Background: an optimization exercise with open tools, aiming at small area. Do not read the settings as production practice.
No functional check of the RTL was part of any run shown here.
No activity file was given, so power comes from the tool's default toggle rates.

==> flow/design.v, too long to show whole: its modules and the start of the top module <==
// module io_memory_bridge: 1547 lines
// module iomem_fa: 10 lines
// module iomem_ha: 9 lines
// module iomem_aoi21: 8 lines
// module iomem_oai21: 8 lines
// module iomem_nand2: 7 lines
// module iomem_mux2i: 8 lines
// module iomem_nand2b: 7 lines
// module iomem_nor2: 7 lines
// module iomem_c0: 3 lines
// module iomem_c1: 3 lines
// module iomem_c2: 3 lines
// module iomem_c3: 3 lines
// module iomem_c4: 3 lines
// module iomem_c5: 3 lines
// module iomem_c6: 3 lines
// module iomem_c7: 3 lines
// module iomem_c8: 3 lines
// module iomem_c9: 3 lines
// module iomem_c10: 3 lines
// module iomem_c11: 3 lines
// module iomem_c12: 3 lines
// module iomem_c13: 3 lines
// module iomem_c14: 3 lines
// module iomem_c15: 3 lines
// module iomem_c16: 3 lines
// module iomem_c17: 3 lines
// module iomem_c18: 3 lines
// module iomem_c19: 3 lines
// module iomem_c20: 3 lines
// module iomem_c21: 3 lines
// module iomem_c22: 3 lines
// module iomem_c23: 3 lines
module io_memory_bridge (
    input  logic                             clock,
    input  logic                             reset,
    input  logic [iomem_pkg::ADDR_W-1:0]     wb_adr_i,
    input  logic [3:0]                       wb_sel_i,
    input  logic                             wb_we_i,
    input  logic                             wb_cyc_i,
    input  logic                             wb_stb_i,
    input  logic [iomem_pkg::DATA_W-1:0]     wb_dat_i,
    output logic                             wb_ack_o,
    output logic [iomem_pkg::DATA_W-1:0]     wb_dat_o,
    output logic [iomem_pkg::ADDR_W-1:0]     mem_addr_o,
    output logic [iomem_pkg::DATA_W-1:0]     mem_data_o,
    output logic [iomem_pkg::NUM_BANKS-1:0]  mem_we_o,
    output logic                             mem_gl_en_o,
    input  logic [iomem_pkg::DATA_W-1:0]     mem_rdata_i,
    input  logic [iomem_pkg::HALF_W-1:0]     arq_n_i,
    output logic [iomem_pkg::HALF_W-1:0]     tx_len_o,
    output logic [iomem_pkg::HALF_W-1:0]     total_packets_o
);
  // ...
==> flow/flow/run.sh <==
#!/bin/bash
# The standard layout, with the port buffers made from the smallest buffer
# cell and a clock tree without dummy loads. ORFS writes each step's log
# under orfs/logs; make's own output goes to make.log.
set -euo pipefail
bash standard.sh "BUFFER_PORTS_ARGS=-buffer_cell sky130_fd_sc_hd__buf_1" \
    "CTS_ARGS=-sink_clustering_enable -repair_clock_nets -dont_use_dummy_load -root_buf sky130_fd_sc_hd__clkbuf_8 -buf_list sky130_fd_sc_hd__clkbuf_4" \
    finish > make.log 2>&1
==> flow/standard.sh <==
#!/bin/bash
# synth_recipe.tcl (not shown) runs the flow's synth.tcl, then flattens the netlist and writes it again
# the make line also repeats each setting of config.mk as NAME=value (left out here)
make -C /OpenROAD-flow-scripts/flow DESIGN_CONFIG=/design/flow/config.mk WORK_HOME=/design/flow/orfs CLKGATE_MAP_FILE= SYNTH_SCRIPT=/design/flow/synth_recipe.tcl "${@:-finish}"
==> flow/config.mk <==
export PLATFORM = sky130hd
export DESIGN_NAME = io_memory_bridge
export DESIGN_NICKNAME = io_memory_bridge
export VERILOG_FILES = /design/flow/design.v
export SDC_FILE = /design/flow/constraint.sdc
export NUM_CORES = 4
export LEC_CHECK = 0
export CAP_MARGIN = 20
export CORE_MARGIN = 2
export CORE_UTILIZATION = 40
export GPL_TIMING_DRIVEN = 0
export PLACE_DENSITY = 0.8
export SLEW_MARGIN = 20
export SYNTH_HIERARCHICAL = 1
==> flow/constraint.sdc <==
create_clock -name core_clock -period 7.5 [get_ports {clock}]
set_input_delay 1.5000 -clock core_clock [delete_from_list [all_inputs] [get_ports {clock}]]
set_output_delay 1.5000 -clock core_clock [all_outputs]
set_load 0.01 [all_outputs]
==> impl_metrics.toml, run 1 <==
[status]
outcome = "complete, no violations"

[layout]
utilization_pct = 48.2
clkCellAreaFrac_pct = 1.03
final_cell_mix = "buf_1, nand2_1, nor2_1"
fillerInstances = 2501
multi_input_area_um2 = 8120
multi_input_area_share_pct = 62.6
syn2layout_area_growth_pct = 19.0
largest_class = "multi-input combinational cells"
seq_share_pct = 20.9

[global_routing]
overflow = 0
grt_pass1_wl_um = 51300
antenna_found_initial = 0
use_met3_pct = 4.30

[critical_path]
endpoint_kind = "primary output"
crit_type = "reg2out"
cp_num_buf_inv = 1
cp.required_ns = 6.00
crit_path_end = "mem_addr_o[31]"

[floorplan]
io_pins = 256
rows = 60

[synth]
synth_common_cells = "nand2_1, nor2_1, dfxtp_1"
syn_area_um2 = 10900
netlist_instances = 1233
synth.most_common_cell = "nand2_1"
synth_top_area_share_pct = 16.0
synth_flop_cell = "dfxtp_1"

[clock_network]
postCtsSetupRepairBufs = 3
cts.htree.levels = 4
hold_buffers = 0

[place]
post_dp_cell_area_um2 = 12400

[hold_path]
min_path_cells = 2

[sta]
fmax_mhz = 138
relSlewSlack_pct = 29.9
worst_hold_slack_ns = 0.492
drv_slew = 0

[power]
leakage_uw = 0.00388
maxPowerGroup = "registers"

[drt]
wl_met2_um = 17000
==> run 2, diff against run 1 <==
--- a/flow/design.v
+++ b/flow/design.v
@@ -933,24 +933,16 @@
     logic m509;
     logic m510;
     logic m511;
     logic m512;
     logic m513;
     logic m514;
     logic m515;
     logic m516;
-    logic m517;
-    logic m518;
-    logic m519;
-    logic m520;
-    logic m521;
-    logic m522;
-    logic m523;
-    logic m524;
     iomem_c5 u_m375 (add_x[0], add_y[0], m375);
     iomem_c8 u_m376 (add_x[0], add_y[0], m376);
     iomem_c18 u_m377 (add_x[1], add_y[1], m377);
     iomem_c8 u_m378 (add_x[1], add_y[1], m378);
     iomem_c3 u_m379 (m377, m376, m379);
     iomem_oai21 u_m380 (m377, m376, m378, m380);
     iomem_c5 u_m381 (add_x[2], add_y[2], m381);
     iomem_c19 u_m382 (add_x[2], add_y[2], m382);
@@ -996,112 +988,112 @@
     iomem_c19 u_m422 (add_x[12], add_y[12], m422);
     iomem_c5 u_m423 (m421, m420, m423);
     iomem_aoi21 u_m424 (m421, m420, m422, m424);
     iomem_c18 u_m425 (add_x[13], add_y[13], m425);
     iomem_c8 u_m426 (add_x[13], add_y[13], m426);
     iomem_c3 u_m427 (m425, m424, m427);
     iomem_oai21 u_m428 (m425, m424, m426, m428);
     iomem_c5 u_m429 (add_x[14], add_y[14], m429);
-    iomem_c5 u_m430 (m429, m428, m430);
-    iomem_c8 u_m431 (add_x[14], add_y[14], m431);
-    iomem_c18 u_m432 (add_x[15], add_y[15], m432);
-    iomem_c20 u_m433 (m431, m429, m428, m433);
-    iomem_c11 u_m434 (m432, m433, m434);
-    iomem_c8 u_m435 (add_x[15], add_y[15], m435);
-    iomem_oai21 u_m436 (m432, m431, m435, m436);
-    iomem_c13 u_m437 (m429, m432, m437);
-    iomem_c5 u_m438 (add_x[16], add_y[16], m438);
-    iomem_c21 u_m439 (m436, m437, m428, m439);
-    iomem_c7 u_m440 (m438, m439, m440);
-    iomem_c19 u_m441 (add_x[16], add_y[16], m441);
-    iomem_aoi21 u_m442 (m438, m436, m441, m442);
-    iomem_c12 u_m443 (m437, m438, m443);
-    iomem_c18 u_m444 (add_x[17], add_y[17], m444);
-    iomem_c9 u_m445 (m428, m445);
-    iomem_c10 u_m446 (m442, m443, m445, m446);
-    iomem_c11 u_m447 (m444, m446, m447);
-    iomem_c8 u_m448 (add_x[17], add_y[17], m448);
-    iomem_oai21 u_m449 (m444, m442, m448, m449);
-    iomem_c4 u_m450 (m443, m444, m450);
-    iomem_c5 u_m451 (add_x[18], add_y[18], m451);
-    iomem_c6 u_m452 (m449, m450, m428, m452);
-    iomem_c7 u_m453 (m451, m452, m453);
-    iomem_c19 u_m454 (add_x[18], add_y[18], m454);
-    iomem_aoi21 u_m455 (m451, m449, m454, m455);
-    iomem_c8 u_m456 (m450, m451, m456);
-    iomem_c18 u_m457 (add_x[19], add_y[19], m457);
-    iomem_c10 u_m458 (m455, m456, m445, m458);
-    iomem_c11 u_m459 (m457, m458, m459);
-    iomem_c8 u_m460 (add_x[19], add_y[19], m460);
-    iomem_oai21 u_m461 (m457, m455, m460, m461);
-    iomem_c4 u_m462 (m456, m457, m462);
-    iomem_c5 u_m463 (add_x[20], add_y[20], m463);
-    iomem_c6 u_m464 (m461, m462, m428, m464);
-    iomem_c7 u_m465 (m463, m464, m465);
-    iomem_c19 u_m466 (add_x[20], add_y[20], m466);
-    iomem_aoi21 u_m467 (m463, m461, m466, m467);
-    iomem_c8 u_m468 (m462, m463, m468);
-    iomem_c18 u_m469 (add_x[21], add_y[21], m469);
-    iomem_c10 u_m470 (m467, m468, m445, m470);
-    iomem_c11 u_m471 (m469, m470, m471);
-    iomem_c8 u_m472 (add_x[21], add_y[21], m472);
-    iomem_oai21 u_m473 (m469, m467, m472, m473);
-    iomem_c4 u_m474 (m468, m469, m474);
-    iomem_c5 u_m475 (add_x[22], add_y[22], m475);
-    iomem_c6 u_m476 (m473, m474, m428, m476);
-    iomem_c7 u_m477 (m475, m476, m477);
-    iomem_c19 u_m478 (add_x[22], add_y[22], m478);
-    iomem_aoi21 u_m479 (m475, m473, m478, m479);
-    iomem_c8 u_m480 (m474, m475, m480);
-    iomem_c18 u_m481 (add_x[23], add_y[23], m481);
-    iomem_c10 u_m482 (m479, m480, m445, m482);
-    iomem_c11 u_m483 (m481, m482, m483);
-    iomem_c8 u_m484 (add_x[23], add_y[23], m484);
-    iomem_oai21 u_m485 (m481, m479, m484, m485);
-    iomem_c4 u_m486 (m480, m481, m486);
-    iomem_c5 u_m487 (add_x[24], add_y[24], m487);
-    iomem_c6 u_m488 (m485, m486, m428, m488);
-    iomem_c7 u_m489 (m487, m488, m489);
-    iomem_c19 u_m490 (add_x[24], add_y[24], m490);
-    iomem_aoi21 u_m491 (m487, m485, m490, m491);
-    iomem_c8 u_m492 (m486, m487, m492);
-    iomem_c18 u_m493 (add_x[25], add_y[25], m493);
-    iomem_c10 u_m494 (m491, m492, m445, m494);
-    iomem_c11 u_m495 (m493, m494, m495);
-    iomem_c8 u_m496 (add_x[25], add_y[25], m496);
-    iomem_oai21 u_m497 (m493, m491, m496, m497);
-    iomem_c4 u_m498 (m492, m493, m498);
-    iomem_c5 u_m499 (add_x[26], add_y[26], m499);
-    iomem_c6 u_m500 (m497, m498, m428, m500);
-    iomem_c7 u_m501 (m499, m500, m501);
-    iomem_c19 u_m502 (add_x[26], add_y[26], m502);
-    iomem_aoi21 u_m503 (m499, m497, m502, m503);
-    iomem_c8 u_m504 (m498, m499, m504);
-    iomem_c10 u_m505 (m503, m504, m445, m505);
-    iomem_c5 u_m506 (add_x[27], m505, m506);
-    iomem_c13 u_m507 (add_x[27], m503, m507);
-    iomem_c12 u_m508 (m504, add_x[27], m508);
-    iomem_c10 u_m509 (m507, m508, m445, m509);
-    iomem_c5 u_m510 (add_x[28], m509, m510);
-    iomem_c13 u_m511 (add_x[28], m507, m511);
-    iomem_c12 u_m512 (m508, add_x[28], m512);
-    iomem_c10 u_m513 (m511, m512, m445, m513);
-    iomem_c5 u_m514 (add_x[29], m513, m514);
-    iomem_c13 u_m515 (add_x[29], m511, m515);
-    iomem_c12 u_m516 (m512, add_x[29], m516);
-    iomem_c10 u_m517 (m515, m516, m445, m517);
-    iomem_c5 u_m518 (add_x[30], m517, m518);
-    iomem_c13 u_m519 (add_x[30], m515, m519);
-    iomem_c12 u_m520 (m516, add_x[30], m520);
-    iomem_c10 u_m521 (m519, m520, m445, m521);
-    iomem_c5 u_m522 (add_x[31], m521, m522);
-    iomem_c13 u_m523 (add_x[31], m519, m523);
-    iomem_c12 u_m524 (m520, add_x[31], m524);
-    assign add_s = {m522, m518, m514, m510, m506, m501, m495, m489, m483, m477, m471, m465, m459, m453, m447, m440, m434, m430, m427, m423, m419, m415, m411, m407, m403, m399, m395, m391, m387, m383, m379, m375};
+    iomem_c19 u_m430 (add_x[14], add_y[14], m430);
+    iomem_c5 u_m431 (m429, m428, m431);
+    iomem_aoi21 u_m432 (m429, m428, m430, m432);
+    iomem_c18 u_m433 (add_x[15], add_y[15], m433);
+    iomem_c8 u_m434 (add_x[15], add_y[15], m434);
+    iomem_c3 u_m435 (m433, m432, m435);
+    iomem_oai21 u_m436 (m433, m432, m434, m436);
+    iomem_c5 u_m437 (add_x[16], add_y[16], m437);
+    iomem_c19 u_m438 (add_x[16], add_y[16], m438);
+    iomem_c5 u_m439 (m437, m436, m439);
+    iomem_aoi21 u_m440 (m437, m436, m438, m440);
+    iomem_c18 u_m441 (add_x[17], add_y[17], m441);
+    iomem_c8 u_m442 (add_x[17], add_y[17], m442);
+    iomem_c3 u_m443 (m441, m440, m443);
+    iomem_oai21 u_m444 (m441, m440, m442, m444);
+    iomem_c5 u_m445 (add_x[18], add_y[18], m445);
+    iomem_c5 u_m446 (m445, m444, m446);
+    iomem_c8 u_m447 (add_x[18], add_y[18], m447);
+    iomem_c18 u_m448 (add_x[19], add_y[19], m448);
+    iomem_c20 u_m449 (m447, m445, m444, m449);
+    iomem_c11 u_m450 (m448, m449, m450);
+    iomem_c8 u_m451 (add_x[19], add_y[19], m451);
+    iomem_oai21 u_m452 (m448, m447, m451, m452);
+    iomem_c13 u_m453 (m445, m448, m453);
+    iomem_c5 u_m454 (add_x[20], add_y[20], m454);
+    iomem_c21 u_m455 (m452, m453, m444, m455);
+    iomem_c7 u_m456 (m454, m455, m456);
+    iomem_c19 u_m457 (add_x[20], add_y[20], m457);
+    iomem_aoi21 u_m458 (m454, m452, m457, m458);
+    iomem_c12 u_m459 (m453, m454, m459);
+    iomem_c18 u_m460 (add_x[21], add_y[21], m460);
+    iomem_c9 u_m461 (m444, m461);
+    iomem_c10 u_m462 (m458, m459, m461, m462);
+    iomem_c11 u_m463 (m460, m462, m463);
+    iomem_c8 u_m464 (add_x[21], add_y[21], m464);
+    iomem_oai21 u_m465 (m460, m458, m464, m465);
+    iomem_c4 u_m466 (m459, m460, m466);
+    iomem_c5 u_m467 (add_x[22], add_y[22], m467);
+    iomem_c6 u_m468 (m465, m466, m444, m468);
+    iomem_c7 u_m469 (m467, m468, m469);
+    iomem_c19 u_m470 (add_x[22], add_y[22], m470);
+    iomem_aoi21 u_m471 (m467, m465, m470, m471);
+    iomem_c8 u_m472 (m466, m467, m472);
+    iomem_c18 u_m473 (add_x[23], add_y[23], m473);
+    iomem_c10 u_m474 (m471, m472, m461, m474);
+    iomem_c11 u_m475 (m473, m474, m475);
+    iomem_c8 u_m476 (add_x[23], add_y[23], m476);
+    iomem_oai21 u_m477 (m473, m471, m476, m477);
+    iomem_c4 u_m478 (m472, m473, m478);
+    iomem_c5 u_m479 (add_x[24], add_y[24], m479);
+    iomem_c6 u_m480 (m477, m478, m444, m480);
+    iomem_c7 u_m481 (m479, m480, m481);
+    iomem_c19 u_m482 (add_x[24], add_y[24], m482);
+    iomem_aoi21 u_m483 (m479, m477, m482, m483);
+    iomem_c8 u_m484 (m478, m479, m484);
+    iomem_c18 u_m485 (add_x[25], add_y[25], m485);
+    iomem_c10 u_m486 (m483, m484, m461, m486);
+    iomem_c11 u_m487 (m485, m486, m487);
+    iomem_c8 u_m488 (add_x[25], add_y[25], m488);
+    iomem_oai21 u_m489 (m485, m483, m488, m489);
+    iomem_c4 u_m490 (m484, m485, m490);
+    iomem_c5 u_m491 (add_x[26], add_y[26], m491);
+    iomem_c6 u_m492 (m489, m490, m444, m492);
+    iomem_c7 u_m493 (m491, m492, m493);
+    iomem_c19 u_m494 (add_x[26], add_y[26], m494);
+    iomem_aoi21 u_m495 (m491, m489, m494, m495);
+    iomem_c8 u_m496 (m490, m491, m496);
+    iomem_c10 u_m497 (m495, m496, m461, m497);
+    iomem_c5 u_m498 (add_x[27], m497, m498);
+    iomem_c13 u_m499 (add_x[27], m495, m499);
+    iomem_c12 u_m500 (m496, add_x[27], m500);
+    iomem_c10 u_m501 (m499, m500, m461, m501);
+    iomem_c5 u_m502 (add_x[28], m501, m502);
+    iomem_c13 u_m503 (add_x[28], m499, m503);
+    iomem_c12 u_m504 (m500, add_x[28], m504);
+    iomem_c10 u_m505 (m503, m504, m461, m505);
+    iomem_c5 u_m506 (add_x[29], m505, m506);
+    iomem_c13 u_m507 (add_x[29], m503, m507);
+    iomem_c12 u_m508 (m504, add_x[29], m508);
+    iomem_c10 u_m509 (m507, m508, m461, m509);
+    iomem_c5 u_m510 (add_x[30], m509, m510);
+    iomem_c13 u_m511 (add_x[30], m507, m511);
+    iomem_c12 u_m512 (m508, add_x[30], m512);
+    iomem_c10 u_m513 (m511, m512, m461, m513);
+    iomem_c5 u_m514 (add_x[31], m513, m514);
+    iomem_c13 u_m515 (add_x[31], m511, m515);
+    iomem_c12 u_m516 (m512, add_x[31], m516);
+    assign add_s = {m514, m510, m506, m502, m498, m493, m487, m481, m475, m469, m463, m456, m450, m446, m443, m439, m435, m431, m427, m423, m419, m415, m411, m407, m403, m399, m395, m391, m387, m383, m379, m375};
+    logic m517;
+    logic m518;
+    logic m519;
+    logic m520;
+    logic m521;
+    logic m522;
+    logic m523;
+    logic m524;
     logic m525;
     logic m526;
     logic m527;
     logic m528;
     logic m529;
     logic m530;
     logic m531;
     logic m532;
@@ -1246,301 +1238,293 @@
     logic m671;
     logic m672;
     logic m673;
     logic m674;
     logic m675;
     logic m676;
     logic m677;
     logic m678;
-    logic m679;
-    logic m680;
-    logic m681;
-    logic m682;
-    logic m683;
-    logic m684;
-    logic m685;
-    logic m686;
-    iomem_mux2i u_m525 (len_w, len_words[0], dat[18], m525);
+    iomem_mux2i u_m517 (len_w, len_words[0], dat[18], m517);
+    iomem_nor2 u_m518 (reset, m517, m518);
+    assign len_words_d[0] = m518;
+    iomem_mux2i u_m519 (len_w, len_words[1], dat[19], m519);
+    iomem_nor2 u_m520 (reset, m519, m520);
+    assign len_words_d[1] = m520;
+    iomem_mux2i u_m521 (len_w, len_words[2], dat[20], m521);
+    iomem_nor2 u_m522 (reset, m521, m522);
+    assign len_words_d[2] = m522;
+    iomem_mux2i u_m523 (len_w, len_words[3], dat[21], m523);
+    iomem_nor2 u_m524 (reset, m523, m524);
+    assign len_words_d[3] = m524;
+    iomem_mux2i u_m525 (len_w, len_words[4], dat[22], m525);
     iomem_nor2 u_m526 (reset, m525, m526);
-    assign len_words_d[0] = m526;
-    iomem_mux2i u_m527 (len_w, len_words[1], dat[19], m527);
+    assign len_words_d[4] = m526;
+    iomem_mux2i u_m527 (len_w, len_words[5], dat[23], m527);
     iomem_nor2 u_m528 (reset, m527, m528);
-    assign len_words_d[1] = m528;
-    iomem_mux2i u_m529 (len_w, len_words[2], dat[20], m529);
+    assign len_words_d[5] = m528;
+    iomem_mux2i u_m529 (len_w, len_words[6], dat[24], m529);
     iomem_nor2 u_m530 (reset, m529, m530);
-    assign len_words_d[2] = m530;
-    iomem_mux2i u_m531 (len_w, len_words[3], dat[21], m531);
+    assign len_words_d[6] = m530;
+    iomem_mux2i u_m531 (len_w, len_words[7], dat[25], m531);
     iomem_nor2 u_m532 (reset, m531, m532);
-    assign len_words_d[3] = m532;
-    iomem_mux2i u_m533 (len_w, len_words[4], dat[22], m533);
+    assign len_words_d[7] = m532;
+    iomem_mux2i u_m533 (len_w, len_words[8], dat[26], m533);
     iomem_nor2 u_m534 (reset, m533, m534);
-    assign len_words_d[4] = m534;
-    iomem_mux2i u_m535 (len_w, len_words[5], dat[23], m535);
+    assign len_words_d[8] = m534;
+    iomem_mux2i u_m535 (len_w, len_words[9], dat[27], m535);
     iomem_nor2 u_m536 (reset, m535, m536);
-    assign len_words_d[5] = m536;
-    iomem_mux2i u_m537 (len_w, len_words[6], dat[24], m537);
+    assign len_words_d[9] = m536;
+    iomem_mux2i u_m537 (len_w, len_words[10], dat[28], m537);
     iomem_nor2 u_m538 (reset, m537, m538);
-    assign len_words_d[6] = m538;
-    iomem_mux2i u_m539 (len_w, len_words[7], dat[25], m539);
+    assign len_words_d[10] = m538;
+    iomem_mux2i u_m539 (len_w, len_words[11], dat[29], m539);
     iomem_nor2 u_m540 (reset, m539, m540);
-    assign len_words_d[7] = m540;
-    iomem_mux2i u_m541 (len_w, len_words[8], dat[26], m541);
+    assign len_words_d[11] = m540;
+    iomem_mux2i u_m541 (len_w, len_words[12], dat[30], m541);
     iomem_nor2 u_m542 (reset, m541, m542);
-    assign len_words_d[8] = m542;
-    iomem_mux2i u_m543 (len_w, len_words[9], dat[27], m543);
+    assign len_words_d[12] = m542;
+    iomem_mux2i u_m543 (len_w, len_words[13], dat[31], m543);
     iomem_nor2 u_m544 (reset, m543, m544);
-    assign len_words_d[9] = m544;
-    iomem_mux2i u_m545 (len_w, len_words[10], dat[28], m545);
-    iomem_nor2 u_m546 (reset, m545, m546);
-    assign len_words_d[10] = m546;
-    iomem_mux2i u_m547 (len_w, len_words[11], dat[29], m547);
+    assign len_words_d[13] = m544;
+    iomem_mux2i u_m545 (len_w, bank[0], bank_dec[0], m545);
+    iomem_nand2b u_m546 (reset, m545, m546);
+    assign bank_d[0] = m546;
+    iomem_mux2i u_m547 (len_w, bank[1], bank_dec[1], m547);
     iomem_nor2 u_m548 (reset, m547, m548);
-    assign len_words_d[11] = m548;
-    iomem_mux2i u_m549 (len_w, len_words[12], dat[30], m549);
+    assign bank_d[1] = m548;
+    iomem_mux2i u_m549 (len_w, bank[2], bank_dec[2], m549);
     iomem_nor2 u_m550 (reset, m549, m550);
-    assign len_words_d[12] = m550;
-    iomem_mux2i u_m551 (len_w, len_words[13], dat[31], m551);
+    assign bank_d[2] = m550;
+    iomem_mux2i u_m551 (len_w, bank[3], bank_dec[3], m551);
     iomem_nor2 u_m552 (reset, m551, m552);
-    assign len_words_d[13] = m552;
-    iomem_mux2i u_m553 (len_w, bank[0], bank_dec[0], m553);
-    iomem_nand2b u_m554 (reset, m553, m554);
-    assign bank_d[0] = m554;
-    iomem_mux2i u_m555 (len_w, bank[1], bank_dec[1], m555);
+    assign bank_d[3] = m552;
+    iomem_mux2i u_m553 (len_w, bank[4], bank_dec[4], m553);
+    iomem_nor2 u_m554 (reset, m553, m554);
+    assign bank_d[4] = m554;
+    iomem_mux2i u_m555 (n_w, total[0], dat[0], m555);
     iomem_nor2 u_m556 (reset, m555, m556);
-    assign bank_d[1] = m556;
-    iomem_mux2i u_m557 (len_w, bank[2], bank_dec[2], m557);
+    assign total_d[0] = m556;
+    iomem_mux2i u_m557 (n_w, total[1], dat[1], m557);
     iomem_nor2 u_m558 (reset, m557, m558);
-    assign bank_d[2] = m558;
-    iomem_mux2i u_m559 (len_w, bank[3], bank_dec[3], m559);
+    assign total_d[1] = m558;
+    iomem_mux2i u_m559 (n_w, total[2], dat[2], m559);
     iomem_nor2 u_m560 (reset, m559, m560);
-    assign bank_d[3] = m560;
-    iomem_mux2i u_m561 (len_w, bank[4], bank_dec[4], m561);
+    assign total_d[2] = m560;
+    iomem_mux2i u_m561 (n_w, total[3], dat[3], m561);
     iomem_nor2 u_m562 (reset, m561, m562);
-    assign bank_d[4] = m562;
-    iomem_mux2i u_m563 (n_w, total[0], dat[0], m563);
+    assign total_d[3] = m562;
+    iomem_mux2i u_m563 (n_w, total[4], dat[4], m563);
     iomem_nor2 u_m564 (reset, m563, m564);
-    assign total_d[0] = m564;
-    iomem_mux2i u_m565 (n_w, total[1], dat[1], m565);
+    assign total_d[4] = m564;
+    iomem_mux2i u_m565 (n_w, total[5], dat[5], m565);
     iomem_nor2 u_m566 (reset, m565, m566);
-    assign total_d[1] = m566;
-    iomem_mux2i u_m567 (n_w, total[2], dat[2], m567);
+    assign total_d[5] = m566;
+    iomem_mux2i u_m567 (n_w, total[6], dat[6], m567);
     iomem_nor2 u_m568 (reset, m567, m568);
-    assign total_d[2] = m568;
-    iomem_mux2i u_m569 (n_w, total[3], dat[3], m569);
+    assign total_d[6] = m568;
+    iomem_mux2i u_m569 (n_w, total[7], dat[7], m569);
     iomem_nor2 u_m570 (reset, m569, m570);
-    assign total_d[3] = m570;
-    iomem_mux2i u_m571 (n_w, total[4], dat[4], m571);
+    assign total_d[7] = m570;
+    iomem_mux2i u_m571 (n_w, total[8], dat[8], m571);
     iomem_nor2 u_m572 (reset, m571, m572);
-    assign total_d[4] = m572;
-    iomem_mux2i u_m573 (n_w, total[5], dat[5], m573);
+    assign total_d[8] = m572;
+    iomem_mux2i u_m573 (n_w, total[9], dat[9], m573);
     iomem_nor2 u_m574 (reset, m573, m574);
-    assign total_d[5] = m574;
-    iomem_mux2i u_m575 (n_w, total[6], dat[6], m575);
+    assign total_d[9] = m574;
+    iomem_mux2i u_m575 (n_w, total[10], dat[10], m575);
     iomem_nor2 u_m576 (reset, m575, m576);
-    assign total_d[6] = m576;
-    iomem_mux2i u_m577 (n_w, total[7], dat[7], m577);
+    assign total_d[10] = m576;
+    iomem_mux2i u_m577 (n_w, total[11], dat[11], m577);
     iomem_nor2 u_m578 (reset, m577, m578);
-    assign total_d[7] = m578;
-    iomem_mux2i u_m579 (n_w, total[8], dat[8], m579);
+    assign total_d[11] = m578;
+    iomem_mux2i u_m579 (n_w, total[12], dat[12], m579);
     iomem_nor2 u_m580 (reset, m579, m580);
-    assign total_d[8] = m580;
-    iomem_mux2i u_m581 (n_w, total[9], dat[9], m581);
+    assign total_d[12] = m580;
+    iomem_mux2i u_m581 (n_w, total[13], dat[13], m581);
     iomem_nor2 u_m582 (reset, m581, m582);
-    assign total_d[9] = m582;
-    iomem_mux2i u_m583 (n_w, total[10], dat[10], m583);
+    assign total_d[13] = m582;
+    iomem_mux2i u_m583 (n_w, total[14], dat[14], m583);
     iomem_nor2 u_m584 (reset, m583, m584);
-    assign total_d[10] = m584;
-    iomem_mux2i u_m585 (n_w, total[11], dat[11], m585);
+    assign total_d[14] = m584;
+    iomem_mux2i u_m585 (n_w, total[15], dat[15], m585);
     iomem_nor2 u_m586 (reset, m585, m586);
-    assign total_d[11] = m586;
-    iomem_mux2i u_m587 (n_w, total[12], dat[12], m587);
+    assign total_d[15] = m586;
+    iomem_mux2i u_m587 (off_en, offset[0], off_nv[0], m587);
     iomem_nor2 u_m588 (reset, m587, m588);
-    assign total_d[12] = m588;
-    iomem_mux2i u_m589 (n_w, total[13], dat[13], m589);
+    assign offset_d[0] = m588;
+    iomem_mux2i u_m589 (off_en, offset[1], off_nv[1], m589);
     iomem_nor2 u_m590 (reset, m589, m590);
-    assign total_d[13] = m590;
-    iomem_mux2i u_m591 (n_w, total[14], dat[14], m591);
+    assign offset_d[1] = m590;
+    iomem_mux2i u_m591 (off_en, offset[2], off_nv[2], m591);
     iomem_nor2 u_m592 (reset, m591, m592);
-    assign total_d[14] = m592;
-    iomem_mux2i u_m593 (n_w, total[15], dat[15], m593);
+    assign offset_d[2] = m592;
+    iomem_mux2i u_m593 (off_en, offset[3], off_nv[3], m593);
     iomem_nor2 u_m594 (reset, m593, m594);
-    assign total_d[15] = m594;
-    iomem_mux2i u_m595 (off_en, offset[0], off_nv[0], m595);
+    assign offset_d[3] = m594;
+    iomem_mux2i u_m595 (off_en, offset[4], off_nv[4], m595);
     iomem_nor2 u_m596 (reset, m595, m596);
-    assign offset_d[0] = m596;
-    iomem_mux2i u_m597 (off_en, offset[1], off_nv[1], m597);
+    assign offset_d[4] = m596;
+    iomem_mux2i u_m597 (off_en, offset[5], off_nv[5], m597);
     iomem_nor2 u_m598 (reset, m597, m598);
-    assign offset_d[1] = m598;
-    iomem_mux2i u_m599 (off_en, offset[2], off_nv[2], m599);
+    assign offset_d[5] = m598;
+    iomem_mux2i u_m599 (off_en, offset[6], off_nv[6], m599);
     iomem_nor2 u_m600 (reset, m599, m600);
-    assign offset_d[2] = m600;
-    iomem_mux2i u_m601 (off_en, offset[3], off_nv[3], m601);
+    assign offset_d[6] = m600;
+    iomem_mux2i u_m601 (off_en, offset[7], off_nv[7], m601);
     iomem_nor2 u_m602 (reset, m601, m602);
-    assign offset_d[3] = m602;
-    iomem_mux2i u_m603 (off_en, offset[4], off_nv[4], m603);
+    assign offset_d[7] = m602;
+    iomem_mux2i u_m603 (off_en, offset[8], off_nv[8], m603);
     iomem_nor2 u_m604 (reset, m603, m604);
-    assign offset_d[4] = m604;
-    iomem_mux2i u_m605 (off_en, offset[5], off_nv[5], m605);
+    assign offset_d[8] = m604;
+    iomem_mux2i u_m605 (off_en, offset[9], off_nv[9], m605);
     iomem_nor2 u_m606 (reset, m605, m606);
-    assign offset_d[5] = m606;
-    iomem_mux2i u_m607 (off_en, offset[6], off_nv[6], m607);
+    assign offset_d[9] = m606;
+    iomem_mux2i u_m607 (off_en, offset[10], off_nv[10], m607);
     iomem_nor2 u_m608 (reset, m607, m608);
-    assign offset_d[6] = m608;
-    iomem_mux2i u_m609 (off_en, offset[7], off_nv[7], m609);
+    assign offset_d[10] = m608;
+    iomem_mux2i u_m609 (off_en, offset[11], off_nv[11], m609);
     iomem_nor2 u_m610 (reset, m609, m610);
-    assign offset_d[7] = m610;
-    iomem_mux2i u_m611 (off_en, offset[8], off_nv[8], m611);
+    assign offset_d[11] = m610;
+    iomem_mux2i u_m611 (off_en, offset[12], off_nv[12], m611);
     iomem_nor2 u_m612 (reset, m611, m612);
-    assign offset_d[8] = m612;
-    iomem_mux2i u_m613 (off_en, offset[9], off_nv[9], m613);
+    assign offset_d[12] = m612;
+    iomem_mux2i u_m613 (off_en, offset[13], off_nv[13], m613);
     iomem_nor2 u_m614 (reset, m613, m614);
-    assign offset_d[9] = m614;
-    iomem_mux2i u_m615 (off_en, offset[10], off_nv[10], m615);
+    assign offset_d[13] = m614;
+    iomem_mux2i u_m615 (off_en, offset[14], off_nv[14], m615);
     iomem_nor2 u_m616 (reset, m615, m616);
-    assign offset_d[10] = m616;
-    iomem_mux2i u_m617 (off_en, offset[11], off_nv[11], m617);
+    assign offset_d[14] = m616;
+    iomem_mux2i u_m617 (off_en, offset[15], off_nv[15], m617);
     iomem_nor2 u_m618 (reset, m617, m618);
-    assign offset_d[11] = m618;
-    iomem_mux2i u_m619 (off_en, offset[12], off_nv[12], m619);
+    assign offset_d[15] = m618;
+    iomem_mux2i u_m619 (off_en, offset[16], off_nv[16], m619);
     iomem_nor2 u_m620 (reset, m619, m620);
-    assign offset_d[12] = m620;
-    iomem_mux2i u_m621 (off_en, offset[13], off_nv[13], m621);
+    assign offset_d[16] = m620;
+    iomem_mux2i u_m621 (off_en, offset[17], off_nv[17], m621);
     iomem_nor2 u_m622 (reset, m621, m622);
-    assign offset_d[13] = m622;
-    iomem_mux2i u_m623 (off_en, offset[14], off_nv[14], m623);
+    assign offset_d[17] = m622;
+    iomem_mux2i u_m623 (off_en, offset[18], off_nv[18], m623);
     iomem_nor2 u_m624 (reset, m623, m624);
-    assign offset_d[14] = m624;
-    iomem_mux2i u_m625 (off_en, offset[15], off_nv[15], m625);
+    assign offset_d[18] = m624;
+    iomem_mux2i u_m625 (off_en, offset[19], off_nv[19], m625);
     iomem_nor2 u_m626 (reset, m625, m626);
-    assign offset_d[15] = m626;
-    iomem_mux2i u_m627 (off_en, offset[16], off_nv[16], m627);
+    assign offset_d[19] = m626;
+    iomem_mux2i u_m627 (off_en, offset[20], off_nv[20], m627);
     iomem_nor2 u_m628 (reset, m627, m628);
-    assign offset_d[16] = m628;
-    iomem_mux2i u_m629 (off_en, offset[17], off_nv[17], m629);
+    assign offset_d[20] = m628;
+    iomem_mux2i u_m629 (off_en, offset[21], off_nv[21], m629);
     iomem_nor2 u_m630 (reset, m629, m630);
-    assign offset_d[17] = m630;
-    iomem_mux2i u_m631 (off_en, offset[18], off_nv[18], m631);
+    assign offset_d[21] = m630;
+    iomem_mux2i u_m631 (off_en, offset[22], off_nv[22], m631);
     iomem_nor2 u_m632 (reset, m631, m632);
-    assign offset_d[18] = m632;
-    iomem_mux2i u_m633 (off_en, offset[19], off_nv[19], m633);
+    assign offset_d[22] = m632;
+    iomem_mux2i u_m633 (off_en, offset[23], off_nv[23], m633);
     iomem_nor2 u_m634 (reset, m633, m634);
-    assign offset_d[19] = m634;
-    iomem_mux2i u_m635 (off_en, offset[20], off_nv[20], m635);
+    assign offset_d[23] = m634;
+    iomem_mux2i u_m635 (off_en, offset[24], off_nv[24], m635);
     iomem_nor2 u_m636 (reset, m635, m636);
-    assign offset_d[20] = m636;
-    iomem_mux2i u_m637 (off_en, offset[21], off_nv[21], m637);
+    assign offset_d[24] = m636;
+    iomem_mux2i u_m637 (off_en, offset[25], off_nv[25], m637);
     iomem_nor2 u_m638 (reset, m637, m638);
-    assign offset_d[21] = m638;
-    iomem_mux2i u_m639 (off_en, offset[22], off_nv[22], m639);
+    assign offset_d[25] = m638;
+    iomem_mux2i u_m639 (off_en, offset[26], off_nv[26], m639);
     iomem_nor2 u_m640 (reset, m639, m640);
-    assign offset_d[22] = m640;
-    iomem_mux2i u_m641 (off_en, offset[23], off_nv[23], m641);
+    assign offset_d[26] = m640;
+    iomem_mux2i u_m641 (off_en, offset[27], off_nv[27], m641);
     iomem_nor2 u_m642 (reset, m641, m642);
-    assign offset_d[23] = m642;
-    iomem_mux2i u_m643 (off_en, offset[24], off_nv[24], m643);
+    assign offset_d[27] = m642;
+    iomem_mux2i u_m643 (off_en, offset[28], off_nv[28], m643);
     iomem_nor2 u_m644 (reset, m643, m644);
-    assign offset_d[24] = m644;
-    iomem_mux2i u_m645 (off_en, offset[25], off_nv[25], m645);
+    assign offset_d[28] = m644;
+    iomem_mux2i u_m645 (off_en, offset[29], off_nv[29], m645);
     iomem_nor2 u_m646 (reset, m645, m646);
-    assign offset_d[25] = m646;
-    iomem_mux2i u_m647 (off_en, offset[26], off_nv[26], m647);
+    assign offset_d[29] = m646;
+    iomem_mux2i u_m647 (tx_len_w, tx_len[0], mem_rdata_i[0], m647);
     iomem_nor2 u_m648 (reset, m647, m648);
-    assign offset_d[26] = m648;
-    iomem_mux2i u_m649 (off_en, offset[27], off_nv[27], m649);
+    assign tx_len_d[0] = m648;
+    iomem_mux2i u_m649 (tx_len_w, tx_len[1], mem_rdata_i[1], m649);
     iomem_nor2 u_m650 (reset, m649, m650);
-    assign offset_d[27] = m650;
-    iomem_mux2i u_m651 (off_en, offset[28], off_nv[28], m651);
+    assign tx_len_d[1] = m650;
+    iomem_mux2i u_m651 (tx_len_w, tx_len[2], mem_rdata_i[2], m651);
     iomem_nor2 u_m652 (reset, m651, m652);
-    assign offset_d[28] = m652;
-    iomem_mux2i u_m653 (off_en, offset[29], off_nv[29], m653);
+    assign tx_len_d[2] = m652;
+    iomem_mux2i u_m653 (tx_len_w, tx_len[3], mem_rdata_i[3], m653);
     iomem_nor2 u_m654 (reset, m653, m654);
-    assign offset_d[29] = m654;
-    iomem_mux2i u_m655 (tx_len_w, tx_len[0], mem_rdata_i[0], m655);
+    assign tx_len_d[3] = m654;
+    iomem_mux2i u_m655 (tx_len_w, tx_len[4], mem_rdata_i[4], m655);
     iomem_nor2 u_m656 (reset, m655, m656);
-    assign tx_len_d[0] = m656;
-    iomem_mux2i u_m657 (tx_len_w, tx_len[1], mem_rdata_i[1], m657);
+    assign tx_len_d[4] = m656;
+    iomem_mux2i u_m657 (tx_len_w, tx_len[5], mem_rdata_i[5], m657);
     iomem_nor2 u_m658 (reset, m657, m658);
-    assign tx_len_d[1] = m658;
-    iomem_mux2i u_m659 (tx_len_w, tx_len[2], mem_rdata_i[2], m659);
+    assign tx_len_d[5] = m658;
+    iomem_mux2i u_m659 (tx_len_w, tx_len[6], mem_rdata_i[6], m659);
     iomem_nor2 u_m660 (reset, m659, m660);
-    assign tx_len_d[2] = m660;
-    iomem_mux2i u_m661 (tx_len_w, tx_len[3], mem_rdata_i[3], m661);
+    assign tx_len_d[6] = m660;
+    iomem_mux2i u_m661 (tx_len_w, tx_len[7], mem_rdata_i[7], m661);
     iomem_nor2 u_m662 (reset, m661, m662);
-    assign tx_len_d[3] = m662;
-    iomem_mux2i u_m663 (tx_len_w, tx_len[4], mem_rdata_i[4], m663);
+    assign tx_len_d[7] = m662;
+    iomem_mux2i u_m663 (tx_len_w, tx_len[8], mem_rdata_i[8], m663);
     iomem_nor2 u_m664 (reset, m663, m664);
-    assign tx_len_d[4] = m664;
-    iomem_mux2i u_m665 (tx_len_w, tx_len[5], mem_rdata_i[5], m665);
+    assign tx_len_d[8] = m664;
+    iomem_mux2i u_m665 (tx_len_w, tx_len[9], mem_rdata_i[9], m665);
     iomem_nor2 u_m666 (reset, m665, m666);
-    assign tx_len_d[5] = m666;
-    iomem_mux2i u_m667 (tx_len_w, tx_len[6], mem_rdata_i[6], m667);
+    assign tx_len_d[9] = m666;
+    iomem_mux2i u_m667 (tx_len_w, tx_len[10], mem_rdata_i[10], m667);
     iomem_nor2 u_m668 (reset, m667, m668);
-    assign tx_len_d[6] = m668;
-    iomem_mux2i u_m669 (tx_len_w, tx_len[7], mem_rdata_i[7], m669);
+    assign tx_len_d[10] = m668;
+    iomem_mux2i u_m669 (tx_len_w, tx_len[11], mem_rdata_i[11], m669);
     iomem_nor2 u_m670 (reset, m669, m670);
-    assign tx_len_d[7] = m670;
-    iomem_mux2i u_m671 (tx_len_w, tx_len[8], mem_rdata_i[8], m671);
+    assign tx_len_d[11] = m670;
+    iomem_mux2i u_m671 (tx_len_w, tx_len[12], mem_rdata_i[12], m671);
     iomem_nor2 u_m672 (reset, m671, m672);
-    assign tx_len_d[8] = m672;
-    iomem_mux2i u_m673 (tx_len_w, tx_len[9], mem_rdata_i[9], m673);
+    assign tx_len_d[12] = m672;
+    iomem_mux2i u_m673 (tx_len_w, tx_len[13], mem_rdata_i[13], m673);
     iomem_nor2 u_m674 (reset, m673, m674);
-    assign tx_len_d[9] = m674;
-    iomem_mux2i u_m675 (tx_len_w, tx_len[10], mem_rdata_i[10], m675);
+    assign tx_len_d[13] = m674;
+    iomem_mux2i u_m675 (tx_len_w, tx_len[14], mem_rdata_i[14], m675);
     iomem_nor2 u_m676 (reset, m675, m676);
-    assign tx_len_d[10] = m676;
-    iomem_mux2i u_m677 (tx_len_w, tx_len[11], mem_rdata_i[11], m677);
+    assign tx_len_d[14] = m676;
+    iomem_mux2i u_m677 (tx_len_w, tx_len[15], mem_rdata_i[15], m677);
     iomem_nor2 u_m678 (reset, m677, m678);
-    assign tx_len_d[11] = m678;
-    iomem_mux2i u_m679 (tx_len_w, tx_len[12], mem_rdata_i[12], m679);
-    iomem_nor2 u_m680 (reset, m679, m680);
-    assign tx_len_d[12] = m680;
-    iomem_mux2i u_m681 (tx_len_w, tx_len[13], mem_rdata_i[13], m681);
-    iomem_nor2 u_m682 (reset, m681, m682);
-    assign tx_len_d[13] = m682;
-    iomem_mux2i u_m683 (tx_len_w, tx_len[14], mem_rdata_i[14], m683);
-    iomem_nor2 u_m684 (reset, m683, m684);
-    assign tx_len_d[14] = m684;
-    iomem_mux2i u_m685 (tx_len_w, tx_len[15], mem_rdata_i[15], m685);
-    iomem_nor2 u_m686 (reset, m685, m686);
-    assign tx_len_d[15] = m686;
+    assign tx_len_d[15] = m678;
     logic len_lt;
+    logic m679;
+    logic m680;
+    logic m681;
+    logic m682;
+    logic m683;
+    logic m684;
+    logic m685;
+    logic m686;
     logic m687;
     logic m688;
     logic m689;
     logic m690;
     logic m691;
     logic m692;
     logic m693;
     logic m694;
-    logic m695;
-    logic m696;
-    logic m697;
-    logic m698;
-    logic m699;
-    logic m700;
-    logic m701;
-    logic m702;
-    iomem_c22 u_m687 (wb_adr_i[2], mem_rdata_i[0], m687);
-    iomem_c23 u_m688 (wb_adr_i[3], mem_rdata_i[1], m687, m688);
-    iomem_c23 u_m689 (wb_adr_i[4], mem_rdata_i[2], m688, m689);
-    iomem_c23 u_m690 (wb_adr_i[5], mem_rdata_i[3], m689, m690);
-    iomem_c23 u_m691 (wb_adr_i[6], mem_rdata_i[4], m690, m691);
-    iomem_c23 u_m692 (wb_adr_i[7], mem_rdata_i[5], m691, m692);
-    iomem_c23 u_m693 (wb_adr_i[8], mem_rdata_i[6], m692, m693);
-    iomem_c23 u_m694 (wb_adr_i[9], mem_rdata_i[7], m693, m694);
-    iomem_c23 u_m695 (wb_adr_i[10], mem_rdata_i[8], m694, m695);
-    iomem_c23 u_m696 (wb_adr_i[11], mem_rdata_i[9], m695, m696);
-    iomem_c23 u_m697 (wb_adr_i[12], mem_rdata_i[10], m696, m697);
-    iomem_c23 u_m698 (wb_adr_i[13], mem_rdata_i[11], m697, m698);
-    iomem_c23 u_m699 (wb_adr_i[14], mem_rdata_i[12], m698, m699);
-    iomem_c23 u_m700 (wb_adr_i[15], mem_rdata_i[13], m699, m700);
-    iomem_c23 u_m701 (wb_adr_i[16], mem_rdata_i[14], m700, m701);
-    iomem_c23 u_m702 (wb_adr_i[17], mem_rdata_i[15], m701, m702);
-    assign len_lt = m702;
+    iomem_c22 u_m679 (wb_adr_i[2], mem_rdata_i[0], m679);
+    iomem_c23 u_m680 (wb_adr_i[3], mem_rdata_i[1], m679, m680);
+    iomem_c23 u_m681 (wb_adr_i[4], mem_rdata_i[2], m680, m681);
+    iomem_c23 u_m682 (wb_adr_i[5], mem_rdata_i[3], m681, m682);
+    iomem_c23 u_m683 (wb_adr_i[6], mem_rdata_i[4], m682, m683);
+    iomem_c23 u_m684 (wb_adr_i[7], mem_rdata_i[5], m683, m684);
+    iomem_c23 u_m685 (wb_adr_i[8], mem_rdata_i[6], m684, m685);
+    iomem_c23 u_m686 (wb_adr_i[9], mem_rdata_i[7], m685, m686);
+    iomem_c23 u_m687 (wb_adr_i[10], mem_rdata_i[8], m686, m687);
+    iomem_c23 u_m688 (wb_adr_i[11], mem_rdata_i[9], m687, m688);
+    iomem_c23 u_m689 (wb_adr_i[12], mem_rdata_i[10], m688, m689);
+    iomem_c23 u_m690 (wb_adr_i[13], mem_rdata_i[11], m689, m690);
+    iomem_c23 u_m691 (wb_adr_i[14], mem_rdata_i[12], m690, m691);
+    iomem_c23 u_m692 (wb_adr_i[15], mem_rdata_i[13], m691, m692);
+    iomem_c23 u_m693 (wb_adr_i[16], mem_rdata_i[14], m692, m693);
+    iomem_c23 u_m694 (wb_adr_i[17], mem_rdata_i[15], m693, m694);
+    assign len_lt = m694;
     assign off_en = off_hi | n_w;
     assign off_nv = {off_hi ? mul_res[29:22] : dat[23:16], mul_res[21:0]};
     always_ff @(posedge clock) begin
         txf <= gl_sel;
     end
     assign add_x = txf ? tx_ptr : {2'd0, off_bias};
     assign add_y = {wb_adr_i[28:24] & {5{txf}}, wb_adr_i[23:2]};
     always_ff @(posedge clock) begin
==> run 2 against run 1 <==
Area after synthesis is 0.39% lower. Clock power is essentially flat. Worst setup slack worse by 0.014 ns. Via count fell by 1.8%. Clock-buffer cell count is the same. Sequential share of layout area rose by 0.24 points. Critical endpoint unchanged. Largest cell class unchanged. Largest power group unchanged.
==> impl_metrics.toml, run 2 <==
[status]
outcome = "complete, no violations"

[place]
port_buffers = 255
gp_congestion = 0.955
dpl_worst_slack_ns = -1.01
dpl.cell_count = 1828
dpl.hpwl_um = 26700

[clock_network]
clockBufferDepth = 2
cts_tree = "done"
cts_made_buffers = 17
cts_root_buffer = "clkbuf_8"
path_clk_slew_ns = 0.08
cts.htree.levels = 4
insertion_delay_ns = 0.42
clkSinkCount = 119
hold_buffers = 0

[sta]
drv_slew = 0
finalWorstSetupSlack_ns = 0.248
skew_ns = 0.0398
finalCritPeriodShare_pct = 96.7
fmax_mhz = 138
final.min_clock_period_ns = 7.25
relSlewSlack_pct = 32.0
rsz0062_at_grt = "yes"
fin_setup_tns_ns = 0
setup_viol = 0
tightestPinTransition_ns = 1.02
hold_viol = 0

[critical_path]
crit_fanout = 4
startpoint = "offset[2]"
critPathSlowestCell = "dfxtp_4"
startpoint_type = "flop"
cp.arrival_ns = 5.75
max_stage_delay_ns = 0.39
endpoint_kind = "primary output"
cp.required_ns = 6.00
reg2reg_from = "off_hi"
crit_type = "reg2out"

[global_routing]
grt_pass1_wl_um = 51300
overflow = 0
grt_max_degree = 42
grt_pass1_vias = 9870
grt_usage_pct = 23.0
antenna_found_initial = 0

[layout]
n_antenna_cell = 0
layout-drive-gt1-share_pct = 13.7
largest_register_ffs = 32
nets = 1726
stdcell_count = 1853
layout_commonest_cell = "buf_1"
final_cell_mix = "buf_1, nand2_1, nor2_1"
largestRegisters = "tx_ptr x32, offset x30"
syn2layout_area_growth_pct = 18.2
regMostFlops = "tx_ptr"

[drt]
drt_iter0_drc = 742
drt-pass1-iter-count = 5
vias = 9707
drc = 0
wl_um = 33100
viasPerCell = 5.24
final_antenna_net_count = 0
routedWlPerCell_um = 17.9

[synth]
synth_top_cell_by_area = "dfxtp_1"
synth.most_common_cell = "nand2_1"
synth_area_leaders = "dfxtp_1, fa_1, edfxtp_1"
synth_flop_cell = "dfxtp_1"
yosysWarnings = 7
synth.avg_cell_area_um2 = 8.86
syn_nets = 1437
ys_seq_elements = 119
syn_area_um2 = 10900
synth_edf_count = 32
seq_area_frac_synth_pct = 24.9
synth_common_cells = "nand2_1, nor2_1, dfxtp_1"
synth_top_area_share_pct = 16.0
netlist_instances = 1225
synth.distinct_cells = 56
synthArstFlopShare_pct = 0

[power]
powerDensity_nw_per_um2 = 94.0
leakage_uw = 0.00383
ir_worst_vdd_mv = 0.111
power_uw = 1210

[floorplan]
start_util_pct = 40.5
rows = 60
io_pins = 256
dieWidth_um = 169
coreArea_um2 = 26800
die_y_um = 169
dieArea_um2 = 28500

[hold_path]
hold_class = "reg2reg"
hold_start = "bank[0]"

[flow_run]
max-cap-violations = 0
[run 2: cell types whose count changed in the layout (fill, tap and decap cells not counted), moves of 3 or more]
cell and delta:
buf_4 -6, xor2_1 +6, xnor2_1 -5, nand2_1 -4, clkbuf_4 -3
[run 2: cell type report]
class	instances	area [um^2]
buffer	42	179
clock buffer	17	134
fill	2467	14000
multi-input combinational	1019	8060
sequential	119	2710
timing repair buffer	272	1160
inverter	43	161
tap	341	427
[run 2: metrics by stage]
step                      util, %  area [um^2]  hold slack, ns
after floorplan                 -        10900           0.436
after global placement       45.7        12200           0.455
after detailed placement     46.2        12400           0.473
after CTS                    47.2        12700           0.506
after global routing         47.9        12800           0.536
final                        47.9        12800           0.512
[run 2: logic make-up after synthesis]
group,count (synthesis),synth area share (%)
multiplexers,129,12.4
AO/OA/AOI/OAI,125,7.94
XOR/XNOR,144,11.8
flip-flops,119,24.9
AND/OR/NAND/NOR,514,21.9
adder cells (fa/ha/maj),107,17.9
buffers and inverters,87,3.20
[run 2: worst paths after layout]
path | endpoint | slack, ns | cells after the start
max | mem_addr_o[31] | 0.25 | 36
min | bank[0] | 0.51 | 2
max reg2reg | offset[29] | 0.90 | 21
min reg2reg | bank[0] | 0.51 | 2
[run 2: worst max-delay path: cells and delay by family (launching register included)]
family	cells	cell delay, ns
adders and majority gates	1	0.22
muxes	1	0.30
and+or+nand+nor	21	2.63
AOI/OAI and AO/OA	9	1.24
buffers and inverters	1	0.15
DFF	1	0.39
xor gates and xnor gates	3	0.40
[run 2: what timing repair did]
item / in CTS / in global routing
pin swaps: 6 / 12
gates resized for setup: 29 / 28
setup endpoints to repair: 24 / 22
setup buffers: 4 / 6
gates cloned: 0 / 0
[run 2: where the power goes]
part / switching [uW] / internal (uW) / total (uW)
Sequential: 0.839 / 659 / 660
Clock: 210 / 111 / 320
Combinational: 144 / 82.0 / 226
[run 2: Yosys stat by module (local to each module, per instance), excerpt]
| module | cells inside | copies in the design |
|---|---|---|
| iomem_c23 | 2 | 15 |
| iomem_c15 | 1 | 1 |
| iomem_c1 | 1 | 17 |
| io_memory_bridge | 602 | 1 |
| iomem_c7 | 1 | 19 |
| iomem_c22 | 1 | 1 |
[run 2: layer usage]
metal  vias to the layer above  share of wire, %  routed length, um  global-route usage, %
li1                       4565                 -                  -                      -
met1                      4664                40              13200                   27.7
met2                       413                51              16800                   41.3
met3                        65               6.6               2190                   3.88
met4                         0               2.7                889                   8.13
met5                         -                 0                  0                      0

-- static timing again, ports no longer ideal --
How much do the figures lean on ideal ports? The routed layouts below were timed once more, with nothing changed but the port constraints. Step 1 (the two cells are an assumption about what drives the block):
set clk [get_ports {clock}]
set_driving_cell -lib_cell sky130_fd_sc_hd__clkbuf_16 $clk
set_driving_cell -lib_cell sky130_fd_sc_hd__buf_2 [delete_from_list [all_inputs] $clk]
Step 2 also shifts input and output timing later by t, the mid clock arrival at the registers, as if the neighbouring blocks saw the same clock. Slacks: ideal / step 1 / step 2; pairs: ideal / step 1.
| run | t, ns | setup WS [ns] | latest minus earliest clock arrival (ns) | slew at the worst register clock pin (ns) | cell pins on the clock port's net |
|---|---|---|---|---|---|
| run 1 | 0.457 | 0.262 / 0.215 / -0.136 | 0.043 / 0.044 | 0.11 / 0.11 | 1 |
| run 2 | 0.454 | 0.248 / 0.204 / -0.073 | 0.052 / 0.052 | 0.12 / 0.12 | 1 |
With both steps, setup timing fails in run 1 and run 2, where it was met with ideal ports. For run 1, which loses most, drivers alone change the setup slack by -0.047 ns; drivers and shift together by -0.398 ns.
